Source: an optimization exercise on an open RTL-to-GDS flow (aim: small area). Production flows keep margins and buffers that such runs may drop. RTL that was checked went through simulation tests only; none was proved equivalent to the original. The RTL of runs 4 to 7 was laid out without a check of its function. Power figures rest on the tool's default switching activity, not on a simulated workload.

### design.v
package riscv_pkg;
  localparam int ALU     = 0;
  localparam int SFT     = 1;
  localparam int BU      = 2;
  localparam int LSU     = 3;
  localparam int NB_UNIT = 4;
  localparam int ADD  = 0;
  localparam int SUB  = 1;
  localparam int AND  = 2;
  localparam int OR   = 3;
  localparam int XOR  = 4;
  localparam int SLT  = 5;
  localparam int SLTU = 6;
  localparam int SLL  = 7;
  localparam int SRL  = 8;
  localparam int SRA  = 9;
  localparam int BEQ  = 10;
  localparam int BNE  = 11;
  localparam int BLT  = 12;
  localparam int BGE  = 13;
  localparam int JAL  = 14;
  localparam int JALR = 15;
  localparam int LD   = 16;
  localparam int ST   = 17;
  localparam int NB_OPERATION = 18;
  localparam int SZ_B = 0;
  localparam int SZ_H = 1;
  localparam int SZ_W = 2;
  typedef struct packed {
    logic [32-1:0]        pc;
    logic                    rd_v;
    logic [5-1:0]     rd_adr;
    logic [32:0]          rs1_data;
    logic [32:0]          rs2_data;
    logic [32-1:0]        immediat;
    logic [2:0]              access_size;
    logic                    unsign_extension;
    logic [NB_UNIT-1:0]      unit;
    logic [NB_OPERATION-1:0] operation;
  } dec_exe_t;
  typedef struct packed {
    logic             adr_v;
    logic [32-1:0] adr;
    logic             is_store;
    logic [32-1:0] store_data;
    logic [2:0]       access_size;
  } mem_req_t;
  typedef struct packed {
    logic                v;
    logic [5-1:0] adr;
    logic [32-1:0]    data;
  } wbk_t;
  typedef struct packed {
    logic [32-1:0] pc;
    logic             branch_instr;
    logic             feedback;
    logic             success;
    logic             failed;
  } pred_fb_t;
endpackage
`timescale 1ns/1ps
import riscv_pkg::*;
module exe_top (
  input  logic                     clk,
  input  logic                     reset_n,
  input  logic [32-1:0]         dec_pc_i,
  input  logic                     dec_rd_v_i,
  input  logic [5-1:0]      dec_rd_adr_i,
  input  logic [32:0]           dec_rs1_data_i,
  input  logic [32:0]           dec_rs2_data_i,
  input  logic [32-1:0]         dec_immediat_i,
  input  logic [2:0]               dec_access_size_i,
  input  logic                     dec_unsign_extension_i,
  input  logic [NB_UNIT-1:0]       dec_unit_i,
  input  logic [NB_OPERATION-1:0]  dec_operation_i,
  input  logic                     pred_v_i,
  input  logic                     pred_is_taken_i,
  input  logic [32-1:0]         load_data_i,
  output logic                     mem_adr_v_o,
  output logic [32-1:0]         mem_adr_o,
  output logic                     mem_is_store_o,
  output logic [32-1:0]         mem_store_data_o,
  output logic [2:0]               mem_access_size_o,
  output logic                     exe_fwd_v_o,
  output logic [5-1:0]      exe_fwd_adr_o,
  output logic [32-1:0]         exe_fwd_data_o,
  output logic                     wbk_v_o,
  output logic [5-1:0]      wbk_adr_o,
  output logic [32-1:0]         wbk_data_o,
  output logic                     flush_v_q_o,
  output logic [32-1:0]         pc_data_q_o,
  output logic [32-1:0]         pred_fb_pc_o,
  output logic                     pred_fb_branch_instr_o,
  output logic                     pred_fb_feedback_o,
  output logic                     pred_fb_success_o,
  output logic                     pred_fb_failed_o
);
  logic [32-1:0] rs1, rs2, imm, pc;
  logic [NB_OPERATION-1:0] op;
  assign rs1 = dec_rs1_data_i[32-1:0];
  assign rs2 = dec_rs2_data_i[32-1:0];
  assign imm = dec_immediat_i;
  assign pc  = dec_pc_i;
  assign op  = dec_operation_i;
  logic             flush_q;
  logic             flush_dly_q;
  logic             wbk_v_q;
  logic [5-1:0] wbk_adr_q;
  logic [32-1:0] wbk_data_q;
  logic [32-1:0] pc_data_q;
  logic             bi_q, fb_q, ok_q, ko_q;
  function automatic logic [32:0] add_cla(input logic [32-1:0] p,
                                             input logic [32-1:0] g,
                                             input logic cin);
    logic [32-1:0] s;
    logic [32/2:0] bc;
    logic             c, gk, pk;
    bc[0] = cin;
    for (int k = 0; k < 32/2; k++) begin
      gk = 1'b0;
      pk = 1'b1;
      c  = bc[k];
      for (int i = 2*k; i < 2*k+2; i++) begin
        s[i] = p[i] ^ c;
        c    = g[i] | (p[i] & c);
        gk   = g[i] | (p[i] & gk);
        pk   = pk & p[i];
      end
      bc[k+1] = gk | (pk & bc[k]);
    end
    add_cla = {bc[32/2], s};
  endfunction
  function automatic logic [32:0] add_cla_fast(input logic [32-1:0] p,
                                                  input logic [32-1:0] g,
                                                  input logic cin);
    logic [32-1:0] s;
    logic [32/8:0] bc;
    logic             gk, pk;
    bc[0] = cin;
    for (int k = 0; k < 32/8; k++) begin
      gk = 1'b0;
      pk = 1'b1;
      for (int i = 8*k; i < 8*k+8; i++) begin
        s[i] = p[i] ^ (gk | (pk & bc[k]));
        gk   = g[i] | (p[i] & gk);
        pk   = pk & p[i];
      end
      bc[k+1] = gk | (pk & bc[k]);
    end
    add_cla_fast = {bc[32/8], s};
  endfunction
  function automatic logic [32-1:0] inc4(input logic [32-1:0] a);
    logic bc, pk;
    bc = 1'b1;
    inc4[1:0] = a[1:0];
    for (int k = 0; k < 8; k++) begin
      pk = 1'b1;
      for (int i = 2 + 4*k; i < 6 + 4*k && i < 32; i++) begin
        inc4[i] = a[i] ^ (bc & pk);
        pk      = pk & a[i];
      end
      bc = bc & pk;
    end
  endfunction
  function automatic logic [32-1:0] dec4(input logic [32-1:0] a);
    logic bb, zk;
    bb = 1'b1;
    dec4[1:0] = a[1:0];
    for (int k = 0; k < 8; k++) begin
      zk = 1'b1;
      for (int i = 2 + 4*k; i < 6 + 4*k && i < 32; i++) begin
        dec4[i] = a[i] ^ (bb & zk);
        zk      = zk & ~a[i];
      end
      bb = bb & zk;
    end
  endfunction
  logic cancel;
  assign cancel = flush_q | flush_dly_q;
  logic             use_imm, use_pc, jal, jalr, jump;
  logic [32-1:0] opa, opb;
  logic [32:0]   sum;
  assign jal     = op[JAL];
  assign jalr    = op[JALR];
  assign jump    = jal | jalr;
  assign use_imm = dec_unit_i[LSU] | dec_unit_i[BU];
  assign use_pc  = dec_unit_i[BU] & ~jalr;
  assign opa = use_pc ? pc : rs1;
  assign opb = use_imm ? imm : (rs2 ^ {32{op[SUB]}});
  logic [32-1:0] ap, ag;
  assign ap  = opa ^ opb;
  assign ag  = opa & opb;
  assign sum = add_cla_fast(ap, ag, op[SUB]);
  logic [32-1:0] cx;
  logic [32:0]   cdiff;
  logic less, equal, taken;
  assign cx    = rs1 ^ rs2;
  assign cdiff = add_cla(~cx, rs1 & ~rs2, 1'b1);
  assign less  = (dec_rs1_data_i[32] ^ dec_rs2_data_i[32]) ? dec_rs1_data_i[32] : ~cdiff[32];
  assign equal = cx == '0;
  assign taken = (op[BEQ] & equal) | (op[BNE] & ~equal) | (op[BLT] & less) | (op[BGE] & ~less);
  logic [32-1:0] pc_inc;
  assign pc_inc = inc4(pc);
  logic [32-1:0] sh_in, sh_out, sh_rev;
  logic             sh_fill;
  always_comb begin
    for (int i = 0; i < 32; i++) sh_in[i] = op[SLL] ? rs1[32-1-i] : rs1[i];
  end
  assign sh_fill = op[SRA] & rs1[32-1];
  logic [32:0] sh_tmp;
  assign sh_tmp = $signed({sh_fill, sh_in}) >>> rs2[4:0];
  assign sh_out = sh_tmp[32-1:0];
  always_comb begin
    for (int i = 0; i < 32; i++) sh_rev[i] = sh_out[32-1-i];
  end
  logic [32-1:0] ld;
  logic             ld_fill;
  assign ld_fill = ~dec_unsign_extension_i
                 & (dec_access_size_i[SZ_B] ? load_data_i[7] : load_data_i[15]);
  assign ld[7:0]   = load_data_i[7:0];
  assign ld[15:8]  = dec_access_size_i[SZ_B] ? {8{ld_fill}} : load_data_i[15:8];
  assign ld[31:16] = dec_access_size_i[SZ_W] ? load_data_i[31:16] : {16{ld_fill}};
  logic [32-1:0] res;
  assign res = ({32{op[ADD] | op[SUB]}} & sum[32-1:0])
             | ({32{op[AND] | op[OR]}} & ag)
             | ({32{op[XOR] | op[OR]}} & ap)
             | {{(32-1){1'b0}}, (op[SLT] | op[SLTU]) & less}
             | ({32{op[SLL]}} & sh_rev)
             | ({32{op[SRL] | op[SRA]}} & sh_out)
             | ({32{dec_unit_i[BU]}} & pc_inc)
             | ({32{op[LD]}} & ld);
  logic bu_en, pred_ok, fwd_v;
  assign bu_en   = dec_unit_i[BU] & ~cancel;
  assign pred_ok = pred_v_i & (pred_is_taken_i == (taken | jump));
  assign fwd_v   = dec_rd_v_i & ~cancel;
  assign mem_adr_v_o       = dec_unit_i[LSU] & ~cancel;
  assign mem_is_store_o    = op[ST] & ~cancel;
  assign mem_adr_o         = sum[32-1:0];
  assign mem_store_data_o  = rs2;
  assign mem_access_size_o = dec_access_size_i;
  assign exe_fwd_v_o    = fwd_v;
  assign exe_fwd_adr_o  = dec_rd_adr_i;
  assign exe_fwd_data_o = res;
  always_ff @(posedge clk or negedge reset_n) begin
    if (!reset_n) begin
      wbk_v_q     <= 1'b0;
      flush_q     <= 1'b0;
      flush_dly_q <= 1'b0;
      bi_q        <= 1'b0;
      fb_q        <= 1'b0;
      ok_q        <= 1'b0;
      ko_q        <= 1'b0;
    end else begin
      wbk_v_q     <= fwd_v;
      flush_q     <= bu_en & ~pred_ok;
      flush_dly_q <= flush_q;
      bi_q        <= bu_en;
      fb_q        <= bu_en & pred_v_i;
      ok_q        <= bu_en & pred_ok;
      ko_q        <= bu_en & (pred_v_i ? ~pred_ok : (taken | jump));
    end
  end
  always_ff @(posedge clk) begin
    wbk_adr_q  <= dec_rd_adr_i;
    wbk_data_q <= res;
    pc_data_q  <= (taken | jump) ? {sum[32-1:1], sum[0] & ~jalr} : pc_inc;
  end
  assign wbk_v_o                = wbk_v_q;
  assign wbk_adr_o              = wbk_adr_q;
  assign wbk_data_o             = wbk_data_q;
  assign flush_v_q_o            = flush_q;
  assign pc_data_q_o            = pc_data_q;
  assign pred_fb_pc_o           = dec4(wbk_data_q);
  assign pred_fb_branch_instr_o = bi_q;
  assign pred_fb_feedback_o     = fb_q;
  assign pred_fb_success_o      = ok_q;
  assign pred_fb_failed_o       = ko_q;
endmodule
### flow/run.sh
#!/bin/bash
# Standard ORFS layout (the standard.sh), with the port buffers and the
# synthesis pass-through buffers made from the smallest buffer cell, and the
# buffers ABC inserts removed at floorplan (repair_design re-buffers).
bash standard.sh \
  BUFFER_PORTS_ARGS="-buffer_cell sky130_fd_sc_hd__buf_1" \
  MIN_BUF_CELL_AND_PORTS="sky130_fd_sc_hd__buf_1 A X" \
  REMOVE_ABC_BUFFERS=1 \
  finish > standard.log 2>&1
### standard.sh
#!/bin/bash
# synth_recipe.tcl (not shown) runs the flow's synth.tcl, then flattens the netlist and writes it again
# the make line also repeats each setting of config.mk as NAME=value (left out here)
make -C /OpenROAD-flow-scripts/flow DESIGN_CONFIG=/design/flow/config.mk WORK_HOME=/design/flow/orfs CLKGATE_MAP_FILE= SYNTH_SCRIPT=/design/flow/synth_recipe.tcl "${@:-finish}"
### config.mk
export PLATFORM = sky130hd
export DESIGN_NAME = exe_top
export DESIGN_NICKNAME = exe_top
export VERILOG_FILES = /design/flow/design.v
export SDC_FILE = /design/flow/constraint.sdc
export NUM_CORES = 4
export LEC_CHECK = 0
export ABC_AREA = 1
export CAP_MARGIN = 0
export CORE_AREA = 5 5 145 145
export CTS_BUF_LIST = sky130_fd_sc_hd__clkbuf_16
export DIE_AREA = 0 0 150 150
export GPL_TIMING_DRIVEN = 0
export SETUP_SLACK_MARGIN = 0.15
export SLEW_MARGIN = 0
export TNS_END_PERCENT = 5
### constraint.sdc
create_clock -name core_clock -period 8.0 [get_ports {clk}]
set_input_delay 1.6000 -clock core_clock [delete_from_list [all_inputs] [get_ports {clk}]]
set_output_delay 1.6000 -clock core_clock [all_outputs]
set_load 0.01 [all_outputs]
==> impl_metrics.csv, run 1 <==
group,metric,value,unit
critical_path,end_of_the_worst_register_to_register_path,"ko_q$_DFF_PN0_",
floorplanning,floorplan.io_pins,412,
yosys,synth_edf_count,0,
placed_design,post-dp-hpwl,35130,um
yosys,synth_async_sr_flop_share,9.211,%
yosys,postSynthRegisterBits,76,
critical_path,worst_path_dominant_cell_family,"simple AND/OR/NAND/NOR gates",
critical_path,critPathKind,"in -> out",
critical_path,worstPathBufferInverterCount,4,
clocking,register_clock_pin_slew_on_the_reported_worst_setup_and_hold_paths,0.07,ns
final_layout,nNetsFinal,2140,
critical_path,critPathLaunch,"dec_operation_i[1]",
min_path,timing.hold.worst.class,"reg -> reg",
grt,met1_usage,45.49,%
critical_path,cp-end-kind,"primary output",
grt,grt_overall_usage,36.66,%
routing,detailroute.via_count,11870,
critical_path,critical-path-top-cell-by-count,"nand2_1",
timing,finalMaxSlewViolations,0,
clocking,cts_tree,"done",
timing,post-route-period-util,96.91,%
clocking,clk_path_buf_depth,2,
yosys,syn-cell-area,0.009633,sq mm
placed_design,placed_cells,2107,
floorplanning,floorplan.rows,51,
final_layout,area_delta_synth_final,19.81,%
status,outcome,"finished clean",
clocking,library_cell_used_as_clock_root_buffer,"clkbuf_16",
critical_path,r2r_cells,5,
clocking,clk-insertion-delay-late,0.34,ns
final_layout,finish.utilization,59.49,%
yosys,avgSynthCellArea,6.219,sq um
critical_path,crit_end,"exe_fwd_data_o[17]",
timing,hold_viol_final,0,
routing,vias_per_cell,5.581,
clocking,h-tree-depth,3,
timing,fin_crit,7.753,ns
timing,worst_clock_skew,0.0004545,ns
pwr,power_per_cell_area,170.7,mW/mm^2
critical_path,timing.critical_path.from_type,"input port",
final_layout,fin_cells,2126,
floorplanning,floorplan.die_area,0.02250,sq mm
routing,totalWireLength,43220,um
grt,gr-total-overflow,0,
floorplanning,floorplan.die.height,150,um
pwr,ir_drop,149.0,uV
floorplanning,placeableCoreArea,0.01940,sq mm
placed_design,gp_routability_congestion,0.9730,
clocking,numCtsBuffers,9,
routing,drc_errors,0,
routing,drt-wirelength-per-cell,20.33,um
grt,via_count_of_the_first_global_routing_pass,11150,
critical_path,cp_num_cells,32,
pwr,total_leakage_power,0.005501,uW
timing,tightest_slew,1.392,ns
critical_path,regToRegStartpoint,"flush_q$_DFF_PN0_",
clocking,cts.sinks,76,
timing,setup-violations-final,0,
grt,grt_most_used_layer,"met2",
yosys,synth_flop_cell,"dfxtp_1",
routing,postRouteAntennaNets,0,
timing,finalWorstSetupSlack,0.2473,ns
grt,grt_first_pass_wirelength,63490,um
grt,use_met3,6.693,%
grt,grt_max_degree,45,
flow_run,maxCapViolations,0,
timing,setup_repair_after_global_routing_missed_its_margin,"yes",
yosys,yosysWarningCount,1,
grt,initial_antenna_violation_count,3,
grt,grt_util_met2,61.70,%
final_layout,layout-drive-gt1-share,5.003,%
timing,max_freq,0.1290,GHz
placed_design,placement.io_buffers,407,
critical_path,crit_path_max_incr_delay,0.47,ns
final_layout,fill_cells,1995,
yosys,post_synth_num_cell_types,56,
yosys,sequential_cell_area_fraction_in_the_yosys_report,16.16,%
final_layout,mostFrequentLayoutCells,"buf_1, nand2_1, inv_1, o21ai_0, a21oi_1",
floorplanning,floorplan.initialDensity,49.66,%
routing,dr.pass1.iters,6,
placed_design,place_worst_setup_slack,-1.019,ns
routing,first_iter_violations,1001,
floorplanning,die-width,150,um
critical_path,worstPathMaxFanout,26,
critical_path,worst_ep_required_time,6.40,ns
yosys,post_synth_inst_count,1549,
timing,relSlewSlack,6.870,%
final_layout,mostFrequentLayoutCell,"buf_1",
critical_path,timing.critical_path.arrival,6.15,ns
critical_path,setup.reg_to_reg.worst_slack,6.97,ns
critical_path,slowest_stage,"fa_1",
-- worst min path at each step --
stage / startpoint / end / slack (ns) / cells past startpoint
detailed placement: flush_q$_DFF_PN0_ / flush_dly_q$_DFF_PN0_ / 0.39 / 0
finish: flush_q$_DFF_PN0_ / flush_dly_q$_DFF_PN0_ / 0.41 / 0
floorplan: flush_q$_DFF_PN0_ / flush_dly_q$_DFF_PN0_ / 0.44 / 0
global placement: flush_q$_DFF_PN0_ / flush_dly_q$_DFF_PN0_ / 0.39 / 0
global route: flush_q$_DFF_PN0_ / flush_dly_q$_DFF_PN0_ / 0.44 / 0
CTS: flush_q$_DFF_PN0_ / flush_dly_q$_DFF_PN0_ / 0.41 / 0
-- registers in the layout, indices dropped and copies added, names as in the netlist --
name         count
wbk_adr_q        5
bi_q             1
pc_data_q       32
flush_dly_q      1
ko_q             1
wbk_data_q      32
flush_q          1
ok_q             1
wbk_v_q          1
fb_q             1
-- routing by layer --
layer	vias to the layer above	share of wire, %	wire length [um]
li1	5677	-	-
met1	5412	38	16510
met2	670	48	20620
met3	105	9.6	4146
met4	2	4.5	1940
met5	-	0.025	11
-- cell families (layout without fill, tap and decap cells) --
kind of cell / Yosys count / in the layout / synth area share [%]
xor gates and xnor gates: 84 / 84 / 7.793
muxes: 34 / 34 / 3.559
DFF: 76 / 76 / 16.16
and+or+nand+nor: 547 / 548 / 24.30
buffers and inverters: 333 / 642 / 13.08
adders and majority gates: 88 / 88 / 11.74
other: 0 / 2 / 0
AOI/OAI and AO/OA: 387 / 387 / 23.37
-- through the flow --
step	hold slack, ns	area, sq um	setup TNS [ns]	total power (uW)
after floorplan	0.4354	9176	-1.832	1104
after global placement	0.3855	11040	-233.43	1513
after detailed placement	0.3946	11160	-8.812	1524
after CTS	0.4094	11510	0	1950
after global routing	0.4359	11540	0	2096
final	0.4125	11540	0	1970
-- final cells by class --
class	instances	area [sq um]	share of cell area, %
inverters	214	809.5	7.014
clock inverters	7	82.58	0.7155
flip-flops and latches	76	1556	13.49
clock buffers	9	225.2	1.951
diodes	2	5.005	0.04337
well taps	265	331.6	2.873
repair buffers	412	1659	14.38
multi-input cells	1141	6872	59.54
-- power by group --
part           internal, uW  switching [uW]  total, uW
sequential              462            40.2        503
combinational           341             703       1040
clock                   247             177        424
-- worst register-to-register path, cell delays in order (launching register included) --
cell and delay (ns):
dfrtp_1 0.40, nor2_1 0.10, inv_1 0.10, nor2_1 0.16, nand2_1 0.10, nor2_1 0.10
-- cell usage after synthesis (5+ instances only) --
| master | instances | area share [%] |
|---|---|---|
| a221oi_1 | 14 | 1.3 |
| inv_2 | 10 | 0.39 |
| o21ai_0 | 183 | 9.5 |
| nor2_1 | 94 | 3.7 |
| nand2_2 | 11 | 0.71 |
| buf_2 | 5 | 0.26 |
| buf_1 | 53 | 2.1 |
| xnor2_1 | 48 | 4.4 |
| a211oi_1 | 6 | 0.47 |
| nand2_1 | 358 | 14 |
| o221ai_1 | 6 | 0.55 |
| o211ai_1 | 19 | 1.5 |
| a21oi_1 | 103 | 5.4 |
| nand4_1 | 9 | 0.58 |
| nor2_2 | 6 | 0.39 |
| a22oi_1 | 6 | 0.47 |
| o21ai_1 | 8 | 0.42 |
| mux2i_1 | 32 | 3.3 |
| o2111ai_1 | 17 | 1.5 |
| xor2_1 | 34 | 3.1 |
| clkbuf_1 | 60 | 2.3 |
| nor2_4 | 7 | 0.82 |
| dfxtp_1 | 69 | 14 |
| inv_1 | 201 | 7.8 |
| ha_1 | 84 | 11 |
| nand3_1 | 44 | 2.3 |
| dfrtp_1 | 7 | 1.8 |
-- timing repair --
action / 4_1_cts / 5_1_grt
cloned: 1 / 0
buffers inserted: 0 / 0
hold buffers: 0 / 0
endpoints found under the hold margin: 0 / 0
pin swaps: 1 / 4
endpoints found under the setup margin: 39 / 6
gates resized for setup: 14 / 14
==> run 2, diff against run 1 <==
--- a/config.mk
+++ b/config.mk
@@ -7,9 +7,9 @@
 export LEC_CHECK = 0
 export ABC_AREA = 1
 export CAP_MARGIN = 0
-export CORE_AREA = 5 5 145 145
-export CTS_BUF_LIST = sky130_fd_sc_hd__clkbuf_16
-export DIE_AREA = 0 0 150 150
+export CORE_AREA = 5 5 140 140
+export CTS_BUF_LIST = sky130_fd_sc_hd__clkbuf_8
+export DIE_AREA = 0 0 145 145
 export GPL_TIMING_DRIVEN = 0
 export SETUP_SLACK_MARGIN = 0.15
 export SLEW_MARGIN = 0
==> impl_metrics.csv, run 2 <==
group,metric,value,unit
clocking,cts.sinks,76,
yosys,yosysWarningCount,1,
critical_path,worstPathMaxFanout,35,
floorplanning,placeableCoreArea,0.01796,sq mm
critical_path,worstPathBufferInverterCount,4,
yosys,synthTopCellsByArea,"dfxtp_1, nand2_1, ha_1",
placed_design,gp_routability_congestion,0.9918,
pwr,ir_drop,151.3,uV
clocking,register_clock_pin_slew_on_the_reported_worst_setup_and_hold_paths,0.10,ns
final_layout,multi_input_comb_area,0.006869,sq mm
pwr,swShare,48.09,%
grt,gr-total-overflow,0,
flow_run,maxCapViolations,0,
routing,dr.pass1.iters,5,
status,outcome,"finished clean",
yosys,yosys.area.top_type,"dfxtp_1",
clocking,library_cell_used_as_clock_root_buffer,"clkbuf_8",
critical_path,cp-end-kind,"primary output",
final_layout,layout-drive-gt1-share,5.353,%
pwr,power.switching,911.3,uW
final_layout,fill_cells,1819,
yosys,avgSynthCellArea,6.219,sq um
clocking,h-tree-depth,3,
timing,hold_viol_final,0,
critical_path,timing.critical_path.arrival,6.05,ns
floorplanning,floorplan.initialDensity,53.63,%
routing,detailroute.via_count,12010,
grt,grt_first_pass_wirelength,63620,um
timing,post-route-period-util,95.65,%
routing,postRouteAntennaNets,0,
yosys,synth_flop_cell,"dfxtp_1",
yosys,synth_edf_count,0,
floorplanning,floorplan.die.height,145,um
routing,vias_per_cell,5.724,
final_layout,mostFrequentLayoutCell,"buf_1",
grt,initial_antenna_violation_count,1,
critical_path,slowest_stage,"fa_1",
routing,totalWireLength,42780,um
pwr,power.combinational.fraction,55.4,%
pwr,clkPwrFrac,18.2,%
floorplanning,floorplan.die_area,0.02103,sq mm
clocking,cts_tree,"done",
clocking,clk-insertion-delay-late,0.38,ns
yosys,netlist.area_leader.share,14.34,%
grt,grt_max_degree,45,
timing,tightest_slew,1.324,ns
placed_design,placement.io_buffers,407,
final_layout,largest_registers,"pc_data_q (32), wbk_data_q (32), wbk_adr_q (5)",
timing,fin_crit,7.652,ns
clocking,numCtsBuffers,9,
pwr,p_int,983.6,uW
min_path,timing.hold.worst.class,"reg -> reg",
final_layout,mostFrequentLayoutCells,"buf_1, nand2_1, inv_1, o21ai_0, a21oi_1",
yosys,synth_async_sr_flop_share,9.211,%
yosys,syn-cell-area,0.009633,sq mm
yosys,post_synth_inst_count,1549,
critical_path,worst_ep_required_time,6.40,ns
routing,first_iter_violations,1046,
routing,drt-wirelength-per-cell,20.39,um
floorplanning,die-width,145,um
timing,worst_clock_skew,0.001697,ns
timing,max_freq,0.1307,GHz
timing,setup-violations-final,0,
final_layout,area.sequential,0.001556,sq mm
critical_path,critPathKind,"in -> out",
yosys,postSynthRegisterBits,76,
placed_design,placed_cells,2071,
final_layout,fin_cells,2098,
yosys,post_synth_num_cell_types,56,
final_layout,nNetsFinal,2149,
grt,grt_overall_usage,37.76,%
floorplanning,floorplan.rows,49,
critical_path,critical-path-top-cell-by-count,"nand2_1",
clocking,clk_path_buf_depth,2,
yosys,sequential_cell_area_fraction_in_the_yosys_report,16.16,%
floorplanning,floorplan.io_pins,412,
timing,setup_repair_after_global_routing_missed_its_margin,"yes",
timing,relSlewSlack,11.42,%
yosys,synth_most_common_cell,"nand2_1",
pwr,power_per_cell_area,164.8,mW/mm^2
yosys,synth_commonest_cells,"nand2_1, inv_1, o21ai_0, a21oi_1, nor2_1",
pwr,total_leakage_power,0.005517,uW
critical_path,setup.reg_to_reg.worst_slack,6.99,ns
pwr,power.sequential.fraction,26.4,%
grt,via_count_of_the_first_global_routing_pass,11340,
final_layout,finish.utilization,63.99,%
placed_design,post-dp-hpwl,34500,um
critical_path,worst_path_dominant_cell_family,"simple AND/OR/NAND/NOR gates",
routing,drc_errors,0,
critical_path,crit_path_max_incr_delay,0.43,ns
final_layout,area_delta_synth_final,19.33,%
timing,finalMaxSlewViolations,0,
critical_path,timing.critical_path.from_type,"input port",
-- run 2: kinds of logic after synthesis --
kind of cell             after synthesis  synth area share (%)
AND/OR/NAND/NOR                      547                 24.30
multiplexers                          34                 3.559
XOR/XNOR                              84                 7.793
AO/OA/AOI/OAI                        387                 23.37
flip-flops                            76                 16.16
buffers and inverters                333                 13.08
adder cells (fa/ha/maj)               88                 11.74
-- run 2: layout make-up --
cell class / instances / share of cell area [%]
Multi-Input combinational cell: 1142 / 59.76
Timing Repair Buffer: 420 / 15.22
Sequential cell: 76 / 13.54
Inverter: 214 / 7.032
Tap cell: 229 / 2.493
Clock buffer: 9 / 1.078
Clock inverter: 7 / 0.8599
Antenna cell: 1 / 0.02177
-- run 2: metal layers --
metal	GRT usage [%]	share of wire, %
met5	0	0.028
met4	21.94	6.6
met2	62.64	46
met3	8.513	10
met1	44.69	37
-- run 2: timing repair --
item / in CTS / in global routing
pin swaps: 1 / 4
hold endpoints to repair: 0 / 0
setup endpoints to repair: 43 / 7
gates cloned: 1 / 2
resized for setup: 15 / 16
hold buffers: 0 / 0
setup buffers: 0 / 7
-- run 2: metrics by stage --
step | total power [uW] | hold slack (ns) | cell area [sq um] | setup TNS, ns | worst slack (ns)
floorplan | 1104 | 0.4354 | 9176 | -1.832 | -0.4803
global placement | 1509 | 0.3884 | 10990 | -186.07 | -3.491
detailed placement | 1523 | 0.3867 | 11120 | -11.47 | -1.108
CTS | 1869 | 0.4099 | 11380 | 0 | 0.1269
global route | 2014 | 0.4300 | 11490 | 0 | 0.1289
finish | 1895 | 0.4083 | 11490 | 0 | 0.3478
-- run 2: worst register-to-register path, cell delays in order, from the launching register on --
cell	delay, ns
dfrtp_1	0.40
nor2_1	0.09
inv_1	0.09
nor2_1	0.18
nand2_1	0.11
nor2_1	0.09
-- run 2: path summary, 6_finish.rpt --
check                                         to         startpoint  cells past startpoint
max                           exe_fwd_data_o[17]      dec_unit_i[2]                     32
min                        flush_dly_q$_DFF_PN0_  flush_q$_DFF_PN0_                      0
max reg2reg                       ko_q$_DFF_PN0_  flush_q$_DFF_PN0_                      5
min reg2reg                flush_dly_q$_DFF_PN0_  flush_q$_DFF_PN0_                      0
max in group asynchronous         bi_q$_DFF_PN0_            reset_n                      1
min in group asynchronous  flush_dly_q$_DFF_PN0_            reset_n                      1
-- run 2: power groups by stage --
stage	Combinational [uW]	Sequential (uW)	Clock [uW]
after floorplan	557	547	0
after global placement	1000	506	0
after detailed placement	1020	507	0
after CTS	1020	500	344
after global routing	1150	509	359
final	1050	501	344
==> run 3, diff against run 2 <==
--- a/config.mk
+++ b/config.mk
@@ -7,9 +7,9 @@
 export LEC_CHECK = 0
 export ABC_AREA = 1
 export CAP_MARGIN = 0
-export CORE_AREA = 5 5 140 140
+export CORE_AREA = 5 5 155 155
 export CTS_BUF_LIST = sky130_fd_sc_hd__clkbuf_8
-export DIE_AREA = 0 0 145 145
+export DIE_AREA = 0 0 160 160
 export GPL_TIMING_DRIVEN = 0
 export SETUP_SLACK_MARGIN = 0.15
 export SLEW_MARGIN = 0
==> impl_metrics.csv, run 3 <==
group,metric,value,unit
status,outcome,"finished clean",
critical_path,critical-path-top-cell-by-count,"nand2_1",
floorplanning,floorplan.die_area,0.02560,sq mm
floorplanning,floorplan.initialDensity,43.87,%
timing,fin_crit,7.677,ns
min_path,hold_start,"flush_q$_DFF_PN0_",
final_layout,finish.utilization,52.66,%
min_path,holdPathStages,0,
routing,postRouteAntennaNets,0,
critical_path,r2r_cells,5,
clocking,cts.sinks,76,
min_path,timing.hold.worst.class,"reg -> reg",
routing,detailroute.via_count,11710,
yosys,synth_flop_cell,"dfxtp_1",
timing,worst_clock_skew,0.001688,ns
flow_run,maxCapViolations,0,
critical_path,critPathKind,"in -> out",
critical_path,worst_ep_required_time,6.40,ns
grt,met1_usage,39.76,%
grt,use_met3,6.082,%
yosys,post_synth_inst_count,1549,
yosys,synth_commonest_cells,"nand2_1, inv_1, o21ai_0, a21oi_1, nor2_1",
yosys,synth_edf_count,0,
clocking,h-tree-depth,3,
floorplanning,floorplan.rows,54,
grt,gr-total-overflow,0,
grt,via_count_of_the_first_global_routing_pass,11290,
yosys,sequential_cell_area_fraction_in_the_yosys_report,16.16,%
final_layout,largest_registers,"pc_data_q (32), wbk_data_q (32), wbk_adr_q (5)",
timing,holdWs,0.4161,ns
floorplanning,die-width,160,um
final_layout,fill_cells,2452,
critical_path,worstPathMaxFanout,37,
pwr,power_per_cell_area,163.8,mW/mm^2
final_layout,area_delta_synth_final,20.04,%
floorplanning,floorplan.die.height,160,um
floorplanning,floorplan.io_pins,412,
timing,max_freq,0.1303,GHz
yosys,syn-cell-area,0.009633,sq mm
grt,grt_most_used_layer,"met2",
clocking,numCtsBuffers,9,
placed_design,gp_routability_congestion,0.9436,
critical_path,crit_path_max_incr_delay,0.43,ns
routing,dr.pass1.iters,8,
pwr,ir_drop,119.3,uV
grt,grt_util_met2,57.36,%
final_layout,layout-drive-gt1-share,5.255,%
yosys,postSynthRegisterBits,76,
yosys,yosys.area.top_type,"dfxtp_1",
critical_path,setup.reg_to_reg.worst_slack,7.01,ns
grt,grt_max_degree,47,
yosys,synth_async_sr_flop_share,9.211,%
grt,grt_first_pass_wirelength,65730,um
min_path,whs_endpoint,"flush_dly_q$_DFF_PN0_",
final_layout,mostFrequentLayoutCell,"buf_1",
critical_path,slowest_stage,"fa_1",
final_layout,nNetsFinal,2146,
routing,first_iter_violations,934,
critical_path,cp-end-kind,"primary output",
routing,drc_errors,0,
critical_path,end_of_the_worst_register_to_register_path,"ko_q$_DFF_PN0_",
placed_design,post-dp-hpwl,36430,um
pwr,total_leakage_power,0.005507,uW
yosys,synth_most_common_cell,"nand2_1",
timing,tightest_slew,1.296,ns
timing,relSlewSlack,13.30,%
yosys,yosysWarningCount,1,
timing,post-route-period-util,95.96,%
yosys,synthTopCellsByArea,"dfxtp_1, nand2_1, ha_1",
timing,hold_viol_final,0,
timing,setup-violations-final,0,
floorplanning,placeableCoreArea,0.02196,sq mm
placed_design,placement.io_buffers,407,
grt,grt_overall_usage,32.94,%
yosys,avgSynthCellArea,6.219,sq um
critical_path,regToRegStartpoint,"flush_q$_DFF_PN0_",
clocking,library_cell_used_as_clock_root_buffer,"clkbuf_8",
critical_path,critPathLaunch,"dec_unit_i[2]",
routing,vias_per_cell,5.458,
yosys,post_synth_num_cell_types,56,
yosys,netlist.area_leader.share,14.34,%
clocking,cts_tree,"done",
routing,drt-wirelength-per-cell,20.90,um
timing,finalMaxSlewViolations,0,
final_layout,mostFrequentLayoutCells,"buf_1, nand2_1, inv_1, o21ai_0, a21oi_1",
critical_path,timing.critical_path.arrival,6.08,ns
clocking,clk_path_buf_depth,2,
timing,setup_repair_after_global_routing_missed_its_margin,"yes",
critical_path,timing.critical_path.from_type,"input port",
routing,totalWireLength,44850,um
grt,initial_antenna_violation_count,1,
clocking,clk-insertion-delay-late,0.38,ns
clocking,register_clock_pin_slew_on_the_reported_worst_setup_and_hold_paths,0.09,ns
-- run 3: cell families after synthesis --
| family | after synthesis | synth area share (%) |
|---|---|---|
| fa+ha+maj | 88 | 11.74 |
| simple gates | 547 | 24.30 |
| xor+xnor | 84 | 7.793 |
| compound gates | 387 | 23.37 |
| buf+inv | 333 | 13.08 |
| flops | 76 | 16.16 |
| mux | 34 | 3.559 |
-- run 3: report_power, final --
part | internal (uW) | switching (uW)
Sequential | 462 | 37.1
Clock | 177 | 169
Combinational | 343 | 706
-- run 3: worst max-delay path, delay by kind of cell --
kind / cells / cell delay [ns]
xor gates and xnor gates: 1 / 0.19
muxes: 1 / 0.36
adders and majority gates: 2 / 0.75
AOI/OAI and AO/OA: 4 / 0.92
buffers and inverters: 4 / 0.70
and+or+nand+nor: 17 / 1.51
-- run 3: how the worst max path moves through the flow --
stage,to,slack (ns),cells after the start
floorplan,exe_fwd_data_o[24],-0.48,29
global placement,exe_fwd_data_o[24],-3.77,31
detailed placement,exe_fwd_data_o[24],-1.08,30
CTS,exe_fwd_data_o[24],0.20,33
global route,exe_fwd_data_o[17],0.11,30
finish,exe_fwd_data_o[17],0.32,29
-- run 3: per-layer routing --
layer	part of all wire (%)	vias to the layer above
met5	0	-
met4	4.7	0
met3	8.7	93
met2	47	625
met1	39	5313
li1	-	5682
-- run 3: per-stage QoR --
stage	setup TNS (ns)	setup slack, ns	power (uW)	cells	instance area, sq um
2_1_floorplan	-1.832	-0.4803	1104	1430	9176
3_3_place_gp	-218.24	-3.773	1521	2117	11050
3_5_place_dp	-9.416	-1.076	1531	2123	11200
4_1_cts	0	0.1995	1884	2139	11470
5_1_grt	0	0.1083	2027	2146	11560
6_report	0	0.3235	1894	2146	11560
-- run 3: final cells by class --
| class | instances | area (sq um) | share of cell area [%] |
|---|---|---|---|
| antenna | 1 | 2.502 | 0.02164 |
| timing repair buffer | 418 | 1758 | 15.20 |
| tap | 280 | 350.3 | 3.030 |
| clock buffer | 9 | 123.9 | 1.071 |
| multi-input combinational | 1140 | 6858 | 59.31 |
| sequential | 76 | 1556 | 13.46 |
| clock inverter | 7 | 98.84 | 0.8548 |
| timing repair inverter | 1 | 5.005 | 0.04328 |
| inverter | 214 | 810.8 | 7.011 |
-- run 3: repair_timing --
action	CTS	global route
gates cloned	0	3
buffers inserted	0	3
hold buffers	0	0
setup endpoints to repair	40	7
pin swaps	0	2
gates resized for setup	18	10
==> run 4, diff against run 3 <==
--- a/design.v
+++ b/design.v
@@ -153,9 +153,9 @@
     logic bc, pk;
     bc = 1'b1;
     inc4[1:0] = a[1:0];
-    for (int k = 0; k < 8; k++) begin
+    for (int k = 0; k < 4; k++) begin
       pk = 1'b1;
-      for (int i = 2 + 4*k; i < 6 + 4*k && i < 32; i++) begin
+      for (int i = 2 + 8*k; i < 10 + 8*k && i < 32; i++) begin
         inc4[i] = a[i] ^ (bc & pk);
         pk      = pk & a[i];
       end
@@ -166,9 +166,9 @@
     logic bb, zk;
     bb = 1'b1;
     dec4[1:0] = a[1:0];
-    for (int k = 0; k < 8; k++) begin
+    for (int k = 0; k < 4; k++) begin
       zk = 1'b1;
-      for (int i = 2 + 4*k; i < 6 + 4*k && i < 32; i++) begin
+      for (int i = 2 + 8*k; i < 10 + 8*k && i < 32; i++) begin
         dec4[i] = a[i] ^ (bb & zk);
         zk      = zk & ~a[i];
       end
--- a/config.mk
+++ b/config.mk
@@ -7,9 +7,9 @@
 export LEC_CHECK = 0
 export ABC_AREA = 1
 export CAP_MARGIN = 0
-export CORE_AREA = 5 5 155 155
+export CORE_AREA = 5 5 145 145
 export CTS_BUF_LIST = sky130_fd_sc_hd__clkbuf_8
-export DIE_AREA = 0 0 160 160
+export DIE_AREA = 0 0 150 150
 export GPL_TIMING_DRIVEN = 0
 export SETUP_SLACK_MARGIN = 0.15
 export SLEW_MARGIN = 0
==> impl_metrics.csv, run 4 <==
group,metric,value,unit
clocking,h-tree-depth,3,
placed_design,post-dp-hpwl,35890,um
routing,first_iter_violations,1407,
timing,setup-violations-final,0,
clocking,clk_path_buf_depth,2,
timing,post-route-period-util,96.27,%
yosys,syn-cell-area,0.009494,sq mm
min_path,timing.hold.worst.class,"reg -> reg",
yosys,postSynthRegisterBits,76,
critical_path,timing.critical_path.from_type,"input port",
yosys,yosysWarningCount,1,
floorplanning,floorplan.initialDensity,48.94,%
yosys,post_synth_num_cell_types,50,
floorplanning,die-width,150,um
yosys,sequential_cell_area_fraction_in_the_yosys_report,16.39,%
routing,drc_errors,0,
floorplanning,placeableCoreArea,0.01940,sq mm
critical_path,crit_path_max_incr_delay,0.47,ns
final_layout,largest_registers,"pc_data_q (32), wbk_data_q (32), wbk_adr_q (5)",
timing,setup_repair_after_global_routing_missed_its_margin,"yes",
final_layout,mostFrequentLayoutCell,"nand2_1",
pwr,total_leakage_power,0.005511,uW
timing,hold_viol_final,0,
clocking,cts.sinks,76,
grt,gr-total-overflow,0,
yosys,synth_flop_cell,"dfxtp_1",
clocking,library_cell_used_as_clock_root_buffer,"clkbuf_8",
grt,grt_max_degree,45,
critical_path,timing.critical_path.arrival,6.10,ns
critical_path,slowest_stage,"fa_1",
clocking,cts_tree,"done",
yosys,yosys.area.top_type,"nand2_1",
timing,finalMaxSlewViolations,0,
critical_path,worst_ep_required_time,6.40,ns
clocking,register_clock_pin_slew_on_the_reported_worst_setup_and_hold_paths,0.09,ns
floorplanning,floorplan.die.height,150,um
critical_path,worst_path_dominant_cell_family,"simple AND/OR/NAND/NOR gates",
routing,detailroute.via_count,12210,
timing,relSlewSlack,18.45,%
critical_path,cp-end-kind,"primary output",
critical_path,r2r_cells,5,
yosys,post_synth_inst_count,1579,
final_layout,nNetsFinal,2177,
timing,worst_clock_skew,0.005331,ns
final_layout,mostFrequentLayoutCells,"nand2_1, buf_1, o21ai_0, inv_1, nor2_1",
floorplanning,floorplan.rows,51,
clocking,numCtsBuffers,9,
timing,max_freq,0.1298,GHz
yosys,synthTopCellsByArea,"nand2_1, dfxtp_1, ha_1",
min_path,holdPathStages,0,
pwr,power_per_cell_area,163.9,mW/mm^2
critical_path,worstPathBufferInverterCount,4,
clocking,cts_hold_buf,0,
yosys,avgSynthCellArea,6.013,sq um
critical_path,cp_num_cells,37,
flow_run,maxCapViolations,0,
pwr,ir_drop,94.83,uV
final_layout,fill_cells,2040,
final_layout,area_delta_synth_final,20.68,%
placed_design,gp_routability_congestion,0.9927,
yosys,netlist.area_leader.share,15.89,%
floorplanning,floorplan.die_area,0.02250,sq mm
routing,vias_per_cell,5.644,
routing,drt-wirelength-per-cell,20.35,um
yosys,synth_commonest_cells,"nand2_1, o21ai_0, inv_1, nor2_1, a21oi_1",
final_layout,layout-drive-gt1-share,4.694,%
clocking,clk-insertion-delay-late,0.36,ns
placed_design,place_area,0.01106,sq mm
yosys,synth_async_sr_flop_share,9.211,%
pwr,post-layout-total-power,1878,uW
critical_path,critPathKind,"in -> out",
timing,fin_crit,7.701,ns
critical_path,worstPathMaxFanout,22,
grt,grt_first_pass_wirelength,63830,um
routing,dr.pass1.iters,7,
grt,grt_overall_usage,36.69,%
critical_path,critical-path-top-cell-by-count,"nand2_1",
floorplanning,floorplan.io_pins,412,
grt,via_count_of_the_first_global_routing_pass,11140,
status,outcome,"finished clean",
grt,initial_antenna_violation_count,2,
yosys,synth_most_common_cell,"nand2_1",
routing,totalWireLength,44020,um
routing,postRouteAntennaNets,0,
placed_design,placement.io_buffers,407,
final_layout,post-route-cell-area,0.01146,sq mm
timing,tightest_slew,1.222,ns
yosys,synth_edf_count,0,
run 4: cell types whose count changed after synthesis, sizes merged, moves of 5 or more:
cell and change:
a21oi -15, o21ai +13, nand4 +5, clkbuf +6, buf -6, mux2i -9
a22oi +5, o2111ai -8, nand2 +36, xnor2 -8, xor2 -5
run 4: layout make-up:
class	count	area (sq um)	share of cell area, %
diodes	2	5.005	0.04368
clock buffers	10	137.6	1.201
clock inverters	6	70.07	0.6116
inverters	212	803.3	7.011
multi-input cells	1173	6795	59.31
flip-flops and latches	76	1556	13.59
well taps	265	331.6	2.894
repair buffers	418	1753	15.30
repair inverters	1	5.005	0.04368
run 4: final timing paths:
check	from	endpoint	slack (ns)
worst min-delay path	flush_q$_DFF_PN0_	flush_dly_q$_DFF_PN0_	0.41
worst min register to register	flush_q$_DFF_PN0_	flush_dly_q$_DFF_PN0_	0.41
worst max register to register	flush_q$_DFF_PN0_	ko_q$_DFF_PN0_	6.97
max in group asynchronous	reset_n	ko_q$_DFF_PN0_	6.61
worst max-delay path	dec_operation_i[15]	exe_fwd_data_o[25]	0.30
min in group asynchronous	reset_n	ok_q$_DFF_PN0_	1.12
run 4: timing repair:
action                                 4_1_cts  5_1_grt
cloned                                       0        4
setup endpoints to repair                   13       24
endpoints found under the hold margin        0        0
gates resized for setup                      7       36
setup buffers                                0        3
pin swaps                                    0        5
run 4: cell families after synthesis:
logic type                 count (synthesis)  synth area share (%)
and+or+nand+nor                          599                 25.83
adders and majority gates                 88                 11.91
xor gates and xnor gates                  71                 6.629
buffers and inverters                    331                 13.10
muxes                                     24                 2.543
AOI/OAI and AO/OA                        390                 23.59
DFF                                       76                 16.39
run 4: per-stage QoR:
stage / setup slack, ns / utilization, % / instances / hold WS [ns] / TNS [ns]
2_1_floorplan: -0.5418 / - / 1460 / 0.4354 / -3.067
3_3_place_gp: -3.255 / 56.22 / 2132 / 0.3907 / -177.09
3_5_place_dp: -0.3683 / 57.00 / 2138 / 0.3874 / -1.148
4_1_cts: -0.1210 / 58.19 / 2154 / 0.4078 / -0.1210
5_1_grt: -0.03125 / 59.06 / 2163 / 0.4365 / -0.04973
6_report: 0.2988 / 59.06 / 2163 / 0.4067 / 0
run 4: metal layers:
layer	vias to the layer above	part of all wire, %	global-route usage [%]
li1	5807	-	-
met1	5530	40	49.17
met2	763	45	59.97
met3	108	11	5.512
met4	0	4.0	12.99
met5	-	0	0
run 4: where the power goes:
group	leakage, uW	switching, uW	internal [uW]	total [uW]
Clock	0.000108	160	156	316
Sequential	0.000667	37.4	462	500
Combinational	0.00474	719	343	1060
Total	0.00551	917	962	1880
==> run 5, diff against run 4 <==
--- a/design.v
+++ b/design.v
@@ -186,7 +186,8 @@
   assign use_imm = dec_unit_i[LSU] | dec_unit_i[BU];
   assign use_pc  = dec_unit_i[BU] & ~jalr;
   assign opa = use_pc ? pc : rs1;
-  assign opb = use_imm ? imm : (rs2 ^ {32{op[SUB]}});
+  assign opb = ({32{use_imm}} & imm) | ({32{~use_imm & ~op[SUB]}} & rs2)
+             | ({32{~use_imm & op[SUB]}} & ~rs2);
   logic [32-1:0] ap, ag;
   assign ap  = opa ^ opb;
   assign ag  = opa & opb;
--- a/config.mk
+++ b/config.mk
@@ -11,6 +11,6 @@
 export CTS_BUF_LIST = sky130_fd_sc_hd__clkbuf_8
 export DIE_AREA = 0 0 150 150
 export GPL_TIMING_DRIVEN = 0
-export SETUP_SLACK_MARGIN = 0.15
+export SETUP_SLACK_MARGIN = 0.25
 export SLEW_MARGIN = 0
 export TNS_END_PERCENT = 5
==> impl_metrics.csv, run 5 <==
group,metric,value,unit
min_path,timing.hold.worst.class,"reg -> reg",
timing,tightest_slew,1.214,ns
critical_path,cp-end-kind,"primary output",
yosys,syn-cell-area,0.009440,sq mm
grt,grt_overall_usage,35.84,%
grt,initial_antenna_violation_count,1,
timing,fin_crit,7.645,ns
yosys,post_synth_num_cell_types,48,
routing,drt-wirelength-per-cell,19.88,um
routing,dr.pass1.iters,8,
final_layout,layout-drive-gt1-share,9.134,%
critical_path,timing.critical_path.arrival,6.05,ns
clocking,cts.sinks,76,
placed_design,place_area,0.01096,sq mm
critical_path,crit_path_max_incr_delay,0.57,ns
floorplanning,floorplan.die.height,150,um
placed_design,placement.io_buffers,407,
yosys,postSynthRegisterBits,76,
clocking,h-tree-depth,3,
critical_path,worst_path_dominant_cell_family,"simple AND/OR/NAND/NOR gates",
critical_path,slowest_stage,"fa_2",
final_layout,nNetsFinal,2186,
yosys,avgSynthCellArea,6.024,sq um
timing,max_freq,0.1308,GHz
yosys,yosys.area.top_type,"nand2_1",
floorplanning,floorplan.io_pins,412,
critical_path,timing.critical_path.from_type,"input port",
critical_path,worst_ep_required_time,6.40,ns
timing,hold_viol_final,0,
floorplanning,die-width,150,um
flow_run,maxCapViolations,0,
routing,drc_errors,0,
yosys,post_synth_inst_count,1567,
final_layout,area_delta_synth_final,23.54,%
critical_path,worstPathMaxFanout,4,
timing,worst_clock_skew,0.0004817,ns
clocking,clk-insertion-delay-late,0.38,ns
yosys,synth_async_sr_flop_share,9.211,%
timing,post-route-period-util,95.57,%
floorplanning,placeableCoreArea,0.01940,sq mm
floorplanning,floorplan.initialDensity,48.66,%
clocking,library_cell_used_as_clock_root_buffer,"clkbuf_8",
floorplanning,floorplan.rows,51,
routing,postRouteAntennaNets,0,
final_layout,largest_registers,"pc_data_q (32), wbk_data_q (32), wbk_adr_q (5)",
final_layout,post-route-cell-area,0.01166,sq mm
clocking,clk_path_buf_depth,2,
grt,via_count_of_the_first_global_routing_pass,10620,
critical_path,worstPathBufferInverterCount,6,
final_layout,mostFrequentLayoutCells,"nand2_1, buf_1, inv_1, o21ai_0",
clocking,cts_tree,"done",
yosys,synth_most_common_cell,"nand2_1",
routing,detailroute.via_count,12150,
yosys,synth_flop_cell,"dfxtp_1",
pwr,total_leakage_power,0.005568,uW
yosys,yosysWarningCount,1,
pwr,post-layout-total-power,1876,uW
yosys,synth_edf_count,0,
timing,finalMaxSlewViolations,0,
routing,totalWireLength,43160,um
timing,setup-violations-final,0,
grt,grt_first_pass_wirelength,61650,um
clocking,numCtsBuffers,9,
routing,first_iter_violations,1208,
yosys,sequential_cell_area_fraction_in_the_yosys_report,16.49,%
placed_design,gp_routability_congestion,1.003,
yosys,synthTopCellsByArea,"nand2_1, dfxtp_1, ha_1",
yosys,netlist.area_leader.share,17.81,%
grt,grt_max_degree,42,
pwr,ir_drop,71.45,uV
floorplanning,floorplan.die_area,0.02250,sq mm
clocking,register_clock_pin_slew_on_the_reported_worst_setup_and_hold_paths,0.10,ns
timing,relSlewSlack,18.98,%
pwr,power_per_cell_area,160.8,mW/mm^2
grt,gr-total-overflow,0,
timing,setup_repair_after_global_routing_missed_its_margin,"yes",
routing,vias_per_cell,5.596,
critical_path,critPathKind,"in -> out",
final_layout,mostFrequentLayoutCell,"nand2_1",
status,outcome,"finished clean",
final_layout,finish.utilization,60.12,%
yosys,synth_commonest_cells,"nand2_1, inv_1, o21ai_0, ha_1, o21ai_1",
placed_design,post-dp-hpwl,34090,um
clocking,cts_hold_buf,0,
run 5: worst paths after layout:
path / end / cells after the start / slack [ns] / startpoint
max in group asynchronous: wbk_v_q$_DFF_PN0_ / 1 / 6.65 / reset_n
worst min-delay path: flush_dly_q$_DFF_PN0_ / 0 / 0.42 / flush_q$_DFF_PN0_
worst max register to register: ko_q$_DFF_PN0_ / 5 / 6.98 / flush_q$_DFF_PN0_
min in group asynchronous: ok_q$_DFF_PN0_ / 1 / 1.09 / reset_n
worst min register to register: flush_dly_q$_DFF_PN0_ / 0 / 0.42 / flush_q$_DFF_PN0_
worst max-delay path: exe_fwd_data_o[24] / 37 / 0.35 / dec_unit_i[2]
run 5: final cells by class:
| type | instances | area (sq um) |
|---|---|---|
| antenna | 1 | 2.502 |
| clock buffer | 9 | 123.9 |
| clock inverter | 7 | 81.33 |
| fill | 1982 | 7736 |
| inverter | 215 | 822.0 |
| multi-input combinational | 1158 | 6840 |
| sequential | 76 | 1556 |
| tap | 265 | 331.6 |
| timing repair buffer | 437 | 1887 |
| timing repair inverter | 3 | 17.52 |
run 5: metrics by stage:
| step | instances | setup TNS (ns) | setup WS, ns | hold slack, ns |
|---|---|---|---|---|
| 6_report | 2171 | 0 | 0.3547 | 0.4162 |
| 5_1_grt | 2171 | 0 | 0.1002 | 0.4346 |
| 4_1_cts | 2158 | 0 | 0.2593 | 0.4217 |
| 3_5_place_dp | 2124 | -36.26 | -1.896 | 0.4017 |
| 3_3_place_gp | 2119 | -99.10 | -2.820 | 0.3854 |
| 2_1_floorplan | 1447 | -0.1940 | -0.09702 | 0.4354 |
run 5: where the power goes:
| part | switching [uW] | internal (uW) | leakage (uW) | total (uW) |
|---|---|---|---|---|
| Clock | 178 | 149 | 0.000103 | 327 |
| Sequential | 33.1 | 461 | 0.000667 | 494 |
| Combinational | 704 | 350 | 0.00480 | 1050 |
| Total | 915 | 961 | 0.00557 | 1880 |
run 5: metal layers:
metal / GRT usage (%) / part of all wire (%)
met5: 0 / 0
met4: 9.744 / 2.5
met3: 7.480 / 11
met2: 57.92 / 46
met1: 48.53 / 40
run 5: what timing repair did:
item | 4_1_cts | 5_1_grt
cloned | 3 | 2
endpoints found under the setup margin | 52 | 13
buffers inserted | 15 | 10
resized for setup | 42 | 43
pin swaps | 7 | 12
run 5: cell families after synthesis:
group / synth area share, %
xor gates and xnor gates: 3.791
buffers and inverters: 13.37
DFF: 16.49
and+or+nand+nor: 26.55
AOI/OAI and AO/OA: 24.52
adders and majority gates: 11.98
muxes: 3.300
==> run 6, diff against run 5 <==
--- a/design.v
+++ b/design.v
@@ -185,7 +185,11 @@
   assign jump    = jal | jalr;
   assign use_imm = dec_unit_i[LSU] | dec_unit_i[BU];
   assign use_pc  = dec_unit_i[BU] & ~jalr;
-  assign opa = use_pc ? pc : rs1;
+  logic [32-1:0] rs1_rev;
+  always_comb begin
+    for (int i = 0; i < 32; i++) rs1_rev[i] = rs1[32-1-i];
+  end
+  assign opa = ({32{use_pc}} & pc) | ({32{op[SLL]}} & rs1_rev) | ({32{~use_pc & ~op[SLL]}} & rs1);
   assign opb = ({32{use_imm}} & imm) | ({32{~use_imm & ~op[SUB]}} & rs2)
              | ({32{~use_imm & op[SUB]}} & ~rs2);
   logic [32-1:0] ap, ag;
@@ -204,9 +208,7 @@
   assign pc_inc = inc4(pc);
   logic [32-1:0] sh_in, sh_out, sh_rev;
   logic             sh_fill;
-  always_comb begin
-    for (int i = 0; i < 32; i++) sh_in[i] = op[SLL] ? rs1[32-1-i] : rs1[i];
-  end
+  assign sh_in = opa;
   assign sh_fill = op[SRA] & rs1[32-1];
   logic [32:0] sh_tmp;
   assign sh_tmp = $signed({sh_fill, sh_in}) >>> rs2[4:0];
--- a/config.mk
+++ b/config.mk
@@ -11,6 +11,6 @@
 export CTS_BUF_LIST = sky130_fd_sc_hd__clkbuf_8
 export DIE_AREA = 0 0 150 150
 export GPL_TIMING_DRIVEN = 0
-export SETUP_SLACK_MARGIN = 0.25
+export SETUP_SLACK_MARGIN = 0.15
 export SLEW_MARGIN = 0
 export TNS_END_PERCENT = 5
==> impl_metrics.csv, run 6 <==
group,metric,value,unit
timing,max_freq,0.1304,GHz
floorplanning,floorplan.die.height,150,um
placed_design,placement.io_buffers,407,
final_layout,largest_registers,"pc_data_q (32), wbk_data_q (32), wbk_adr_q (5)",
final_layout,n_antenna_cell,0,
routing,first_iter_violations,1237,
min_path,timing.hold.worst.class,"reg -> reg",
pwr,swShare,50.26,%
min_path,whs_endpoint,"flush_dly_q$_DFF_PN0_",
yosys,post_synth_num_cell_types,48,
floorplanning,floorplan.initialDensity,48.36,%
critical_path,critical-path-top-cell-by-count,"nand2_2",
timing,setup-violations-final,0,
routing,totalWireLength,44650,um
critical_path,worstPathMaxFanout,48,
clocking,cts_tree,"done",
yosys,yosys.area.top_type,"nand2_1",
final_layout,area.sequential,0.001556,sq mm
yosys,post_synth_inst_count,1549,
routing,drc_errors,0,
clocking,register_clock_pin_slew_on_the_reported_worst_setup_and_hold_paths,0.12,ns
pwr,power.combinational.fraction,57.8,%
grt,via_count_of_the_first_global_routing_pass,11230,
yosys,avgSynthCellArea,6.056,sq um
pwr,power.sequential.fraction,26.1,%
yosys,synth_most_common_cell,"nand2_1",
timing,worst_clock_skew,0.01212,ns
yosys,netlist.area_leader.share,16.81,%
critical_path,setup.reg_to_reg.worst_slack,6.99,ns
critical_path,worst_ep_required_time,6.40,ns
grt,grt_max_degree,55,
grt,initial_antenna_violation_count,0,
timing,setup_repair_after_global_routing_missed_its_margin,"yes",
final_layout,nNetsFinal,2175,
timing,holdWs,0.4143,ns
yosys,synth_flop_cell,"dfxtp_1",
routing,detailroute.via_count,12170,
grt,grt_first_pass_wirelength,64080,um
clocking,cts.sinks,76,
final_layout,fill_cells,2018,
timing,fin_crit,7.670,ns
final_layout,area_delta_synth_final,25.41,%
routing,vias_per_cell,5.635,
timing,hold_viol_final,0,
grt,grt_overall_usage,37.53,%
pwr,ir_drop,102.9,uV
clocking,clk_path_buf_depth,2,
routing,postRouteAntennaNets,0,
yosys,synth_async_sr_flop_share,9.211,%
yosys,synth_commonest_cells,"nand2_1, o21ai_0, inv_1, ha_1, a21oi_1",
yosys,synth_edf_count,0,
critical_path,crit_path_max_incr_delay,0.50,ns
placed_design,gp_routability_congestion,0.9596,
pwr,power_per_cell_area,161.2,mW/mm^2
pwr,clkPwrFrac,16.0,%
yosys,postSynthRegisterBits,76,
final_layout,layout-drive-gt1-share,8.765,%
pwr,total_leakage_power,0.005494,uW
critical_path,cp-end-kind,"primary output",
floorplanning,floorplan.io_pins,412,
floorplanning,floorplan.rows,51,
final_layout,mostFrequentLayoutCells,"nand2_1, buf_1, o21ai_0, inv_1, a21oi_1",
floorplanning,die-width,150,um
final_layout,finish.utilization,60.64,%
yosys,synthTopCellsByArea,"nand2_1, dfxtp_1, ha_1",
critical_path,regToRegStartpoint,"flush_q$_DFF_PN0_",
critical_path,r2r_cells,5,
clocking,h-tree-depth,3,
min_path,hold_start,"flush_q$_DFF_PN0_",
min_path,holdPathStages,0,
placed_design,post-dp-hpwl,33880,um
critical_path,end_of_the_worst_register_to_register_path,"ok_q$_DFF_PN0_",
status,outcome,"finished clean",
clocking,library_cell_used_as_clock_root_buffer,"clkbuf_8",
timing,relSlewSlack,7.109,%
flow_run,maxCapViolations,0,
routing,dr.pass1.iters,6,
floorplanning,floorplan.die_area,0.02250,sq mm
grt,gr-total-overflow,0,
critical_path,timing.critical_path.from_type,"input port",
timing,finalMaxSlewViolations,0,
timing,tightest_slew,1.393,ns
routing,drt-wirelength-per-cell,20.68,um
critical_path,slowest_stage,"buf_4",
final_layout,multi_input_comb_area,0.006834,sq mm
clocking,clk-insertion-delay-late,0.40,ns
yosys,syn-cell-area,0.009380,sq mm
timing,post-route-period-util,95.87,%
clocking,numCtsBuffers,9,
yosys,sequential_cell_area_fraction_in_the_yosys_report,16.59,%
floorplanning,placeableCoreArea,0.01940,sq mm
final_layout,mostFrequentLayoutCell,"nand2_1",
pwr,power.switching,952.9,uW
pwr,p_int,943.2,uW
critical_path,timing.critical_path.arrival,6.07,ns
yosys,yosysWarningCount,1,
critical_path,critPathKind,"in -> out",
[run 6: what timing repair did]
| item | CTS | global route |
|---|---|---|
| pin swaps | 5 | 19 |
| hold buffers | 0 | 0 |
| cloned | 6 | 1 |
| resized for setup | 54 | 53 |
| buffers inserted | 14 | 15 |
| setup endpoints to repair | 104 | 13 |
[run 6: final cells by class]
| class | count | share of cell area, % |
|---|---|---|
| Clock buffer | 9 | 1.053 |
| Multi-Input combinational cell | 1141 | 58.09 |
| Sequential cell | 76 | 13.23 |
| Timing Repair Buffer | 443 | 17.02 |
| Tap cell | 265 | 2.819 |
| Inverter | 215 | 7.201 |
| Timing Repair inverter | 3 | 0.1276 |
| Clock inverter | 7 | 0.4573 |
[run 6: cell families after synthesis]
logic type                 Yosys count  share of synthesized area, %
buffers and inverters              333                         13.33
xor gates and xnor gates            38                         3.628
adders and majority gates           88                         12.06
DFF                                 76                         16.59
and+or+nand+nor                    560                         24.30
AOI/OAI and AO/OA                  434                         27.96
muxes                               20                         2.134
[run 6: power groups by stage]
stage / registers, uW / clock network (uW) / logic (uW)
2_1_floorplan: 547 / 0 / 550
3_3_place_gp: 502 / 0 / 1000
3_5_place_dp: 504 / 0 / 1010
4_1_cts: 495 / 308 / 1040
5_1_grt: 505 / 325 / 1200
6_report: 496 / 304 / 1100
[run 6: how the worst max path moves through the flow]
stage | slack [ns] | from | to | cells past startpoint
after floorplan | -0.48 | dec_unit_i[2] | exe_fwd_data_o[25] | 35
after global placement | -4.58 | dec_unit_i[2] | exe_fwd_data_o[25] | 37
after detailed placement | -3.12 | dec_unit_i[2] | exe_fwd_data_o[25] | 36
after CTS | 0.15 | dec_rs2_data_i[2] | exe_fwd_data_o[25] | 33
after global routing | 0.08 | dec_unit_i[2] | exe_fwd_data_o[25] | 39
final | 0.33 | dec_operation_i[7] | exe_fwd_data_o[25] | 36
[run 6: per-stage QoR]
| stage | cells | setup TNS [ns] | total power (uW) | area (sq um) | worst slack, ns |
|---|---|---|---|---|---|
| 6_report | 2159 | 0 | 1896 | 11760 | 0.3303 |
| 2_1_floorplan | 1431 | -1.118 | 1097 | 8937 | -0.4784 |
| 3_3_place_gp | 2103 | -331.96 | 1503 | 10800 | -4.577 |
| 3_5_place_dp | 2107 | -143.47 | 1513 | 10880 | -3.123 |
| 4_1_cts | 2143 | 0 | 1848 | 11450 | 0.1516 |
| 5_1_grt | 2159 | 0 | 2027 | 11760 | 0.08480 |
[run 6: layer usage]
| layer | GRT usage [%] | vias up | part of all wire [%] |
|---|---|---|---|
| li1 | - | 5840 | - |
| met1 | 49.24 | 5527 | 40 |
| met2 | 60.15 | 717 | 45 |
| met3 | 10.93 | 81 | 12 |
| met4 | 10.38 | 0 | 2.7 |
| met5 | 0 | - | 0 |
[run 6: worst max-delay path, delay by kind of cell]
kind / cells / cell delay, ns
AOI/OAI and AO/OA: 4 / 0.72
xor gates and xnor gates: 1 / 0.16
adders and majority gates: 2 / 0.58
buffers and inverters: 4 / 0.91
and+or+nand+nor: 25 / 2.04
==> run 7, diff against run 6 <==
--- a/config.mk
+++ b/config.mk
@@ -11,6 +11,6 @@
 export CTS_BUF_LIST = sky130_fd_sc_hd__clkbuf_8
 export DIE_AREA = 0 0 150 150
 export GPL_TIMING_DRIVEN = 0
-export SETUP_SLACK_MARGIN = 0.15
+export SETUP_SLACK_MARGIN = 0.0
 export SLEW_MARGIN = 0
 export TNS_END_PERCENT = 5
==> impl_metrics.csv, run 7 <==
group,metric,value,unit
status,outcome,"finished clean",
yosys,post_synth_num_cell_types,48,
critical_path,worstPathBufferInverterCount,6,
routing,postRouteAntennaNets,0,
timing,hold_viol_final,0,
pwr,ir_drop,97.03,uV
yosys,postSynthRegisterBits,76,
pwr,total_leakage_power,0.005477,uW
final_layout,largest_registers,"pc_data_q (32), wbk_data_q (32), wbk_adr_q (5)",
placed_design,place_worst_setup_slack,-3.123,ns
yosys,yosys.area.top_type,"nand2_1",
clocking,cts.sinks,76,
final_layout,mostFrequentLayoutCell,"nand2_1",
routing,totalWireLength,44560,um
clocking,clk_path_buf_depth,2,
yosys,avgSynthCellArea,6.056,sq um
placed_design,gp_routability_congestion,0.9596,
timing,finalMaxSlewViolations,0,
floorplanning,floorplan.die.height,150,um
timing,setup-violations-final,0,
timing,finalWorstSetupSlack,0.2170,ns
critical_path,worst_path_dominant_cell_family,"simple AND/OR/NAND/NOR gates",
clocking,h-tree-depth,3,
yosys,synthTopCellsByArea,"nand2_1, dfxtp_1, ha_1",
min_path,holdPathStages,0,
yosys,post_synth_inst_count,1549,
timing,fin_crit,7.783,ns
final_layout,layout-drive-gt1-share,8.245,%
grt,grt_most_used_layer,"met2",
min_path,timing.hold.worst.class,"reg -> reg",
routing,dr.pass1.iters,8,
routing,drt-wirelength-per-cell,20.66,um
grt,gr-total-overflow,0,
timing,post-route-period-util,97.29,%
clocking,cts_hold_buf,0,
yosys,sequential_cell_area_fraction_in_the_yosys_report,16.59,%
final_layout,mostFrequentLayoutCells,"nand2_1, buf_1, o21ai_0, inv_1, a21oi_1",
grt,use_met3,11.33,%
pwr,post-layout-total-power,1890,uW
floorplanning,floorplan.initialDensity,48.36,%
final_layout,finish.utilization,60.24,%
final_layout,n_antenna_cell,0,
final_layout,nNetsFinal,2173,
yosys,netlist.area_leader.share,16.81,%
critical_path,r2r_cells,5,
floorplanning,floorplan.io_pins,412,
timing,tightest_slew,1.409,ns
critical_path,critPathKind,"in -> out",
timing,holdWs,0.4091,ns
critical_path,cp_num_cells,39,
yosys,yosysWarningCount,1,
grt,grt_max_degree,55,
yosys,syn-cell-area,0.009380,sq mm
routing,drc_errors,0,
grt,grt_util_met2,59.61,%
routing,vias_per_cell,5.661,
placed_design,placement.io_buffers,407,
timing,relSlewSlack,5.733,%
critical_path,slowest_stage,"fa_2",
yosys,synth_flop_cell,"dfxtp_1",
floorplanning,floorplan.rows,51,
grt,grt_first_pass_wirelength,63800,um
clocking,library_cell_used_as_clock_root_buffer,"clkbuf_8",
floorplanning,placeableCoreArea,0.01940,sq mm
clocking,register_clock_pin_slew_on_the_reported_worst_setup_and_hold_paths,0.12,ns
critical_path,worstPathMaxFanout,12,
floorplanning,floorplan.die_area,0.02250,sq mm
critical_path,timing.critical_path.arrival,6.18,ns
yosys,synth_edf_count,0,
yosys,synth_commonest_cells,"nand2_1, o21ai_0, inv_1, ha_1, a21oi_1",
routing,detailroute.via_count,12210,
clocking,cts_tree,"done",
critical_path,critical-path-top-cell-by-count,"nand2_1",
critical_path,cp-end-kind,"primary output",
yosys,synth_most_common_cell,"nand2_1",
timing,max_freq,0.1285,GHz
grt,via_count_of_the_first_global_routing_pass,11190,
placed_design,post-dp-hpwl,33880,um
pwr,power_per_cell_area,161.7,mW/mm^2
final_layout,area_delta_synth_final,24.58,%
critical_path,crit_path_max_incr_delay,0.40,ns
routing,first_iter_violations,1161,
clocking,numCtsBuffers,9,
grt,met1_usage,48.85,%
floorplanning,die-width,150,um
flow_run,maxCapViolations,0,
grt,grt_overall_usage,37.34,%
yosys,synth_async_sr_flop_share,9.211,%
critical_path,worst_ep_required_time,6.40,ns
timing,setup_total_negative_slack,0,ns
grt,initial_antenna_violation_count,0,
timing,worst_clock_skew,0.01207,ns
clocking,clk-insertion-delay-late,0.39,ns
critical_path,timing.critical_path.from_type,"input port",
run 7: cell counts after synthesis:
Identical to the previous run, type by type.
run 7: area by class of cell:
type / instances / area [sq um]
fill: 2034 / 7712
sequential: 76 / 1556
timing repair buffer: 441 / 1974
clock buffer: 9 / 123.9
clock inverter: 7 / 53.80
multi-input combinational: 1141 / 6784
inverter: 215 / 847.1
tap: 265 / 331.6
timing repair inverter: 3 / 15.01
run 7: path summary, 6_finish.rpt:
| check | from | end | slack (ns) |
|---|---|---|---|
| worst max-delay path | dec_unit_i[2] | exe_fwd_data_o[25] | 0.22 |
| worst min-delay path | flush_q$_DFF_PN0_ | flush_dly_q$_DFF_PN0_ | 0.41 |
| worst max register to register | flush_q$_DFF_PN0_ | ok_q$_DFF_PN0_ | 7.00 |
| worst min register to register | flush_q$_DFF_PN0_ | flush_dly_q$_DFF_PN0_ | 0.41 |
| max in group asynchronous | reset_n | bi_q$_DFF_PN0_ | 6.66 |
| min in group asynchronous | reset_n | fb_q$_DFF_PN0_ | 1.07 |
run 7: power by group:
part / internal, uW / total [uW] / switching [uW] / leakage [uW]
Sequential: 463 / 496 / 32.5 / 0.000666
Combinational: 357 / 1090 / 732 / 0.00472
Clock: 117 / 306 / 188 / 0.0000914
Total: 937 / 1890 / 953 / 0.00548
run 7: logic make-up after synthesis:
| group | count (synthesis) | synth area share (%) |
|---|---|---|
| and+or+nand+nor | 560 | 24.30 |
| AOI/OAI and AO/OA | 434 | 27.96 |
| buffers and inverters | 333 | 13.33 |
| adders and majority gates | 88 | 12.06 |
| DFF | 76 | 16.59 |
| xor gates and xnor gates | 38 | 3.628 |
| muxes | 20 | 2.134 |
run 7: repair_timing:
action	in CTS	in global routing
setup endpoints to repair	94	9
resized for setup	48	49
buffers inserted	11	16
gates cloned	5	2
pin swaps	4	14
run 7: through the flow:
| stage | area [sq um] | instances |
|---|---|---|
| 5_1_grt | 11690 | 2157 |
| 4_1_cts | 11380 | 2139 |
| 2_1_floorplan | 8937 | 1431 |
| 6_report | 11690 | 2157 |
| 3_3_place_gp | 10800 | 2103 |
| 3_5_place_dp | 10880 | 2107 |
run 7: routing by layer:
| layer | vias to the layer above | part of all wire (%) |
|---|---|---|
| met4 | 0 | 2.8 |
| met3 | 82 | 12 |
| met2 | 762 | 45 |
| li1 | 5828 | - |
| met5 | - | 0 |
| met1 | 5538 | 40 |

Check on run 7: ideal ports give 0.217 ns setup slack; a clkbuf_16 on the clock port and buf_2 on the inputs give -0.006 ns; moving port delays by the midpoint clock arrival (0.423 ns) as well gives -0.006 ns.
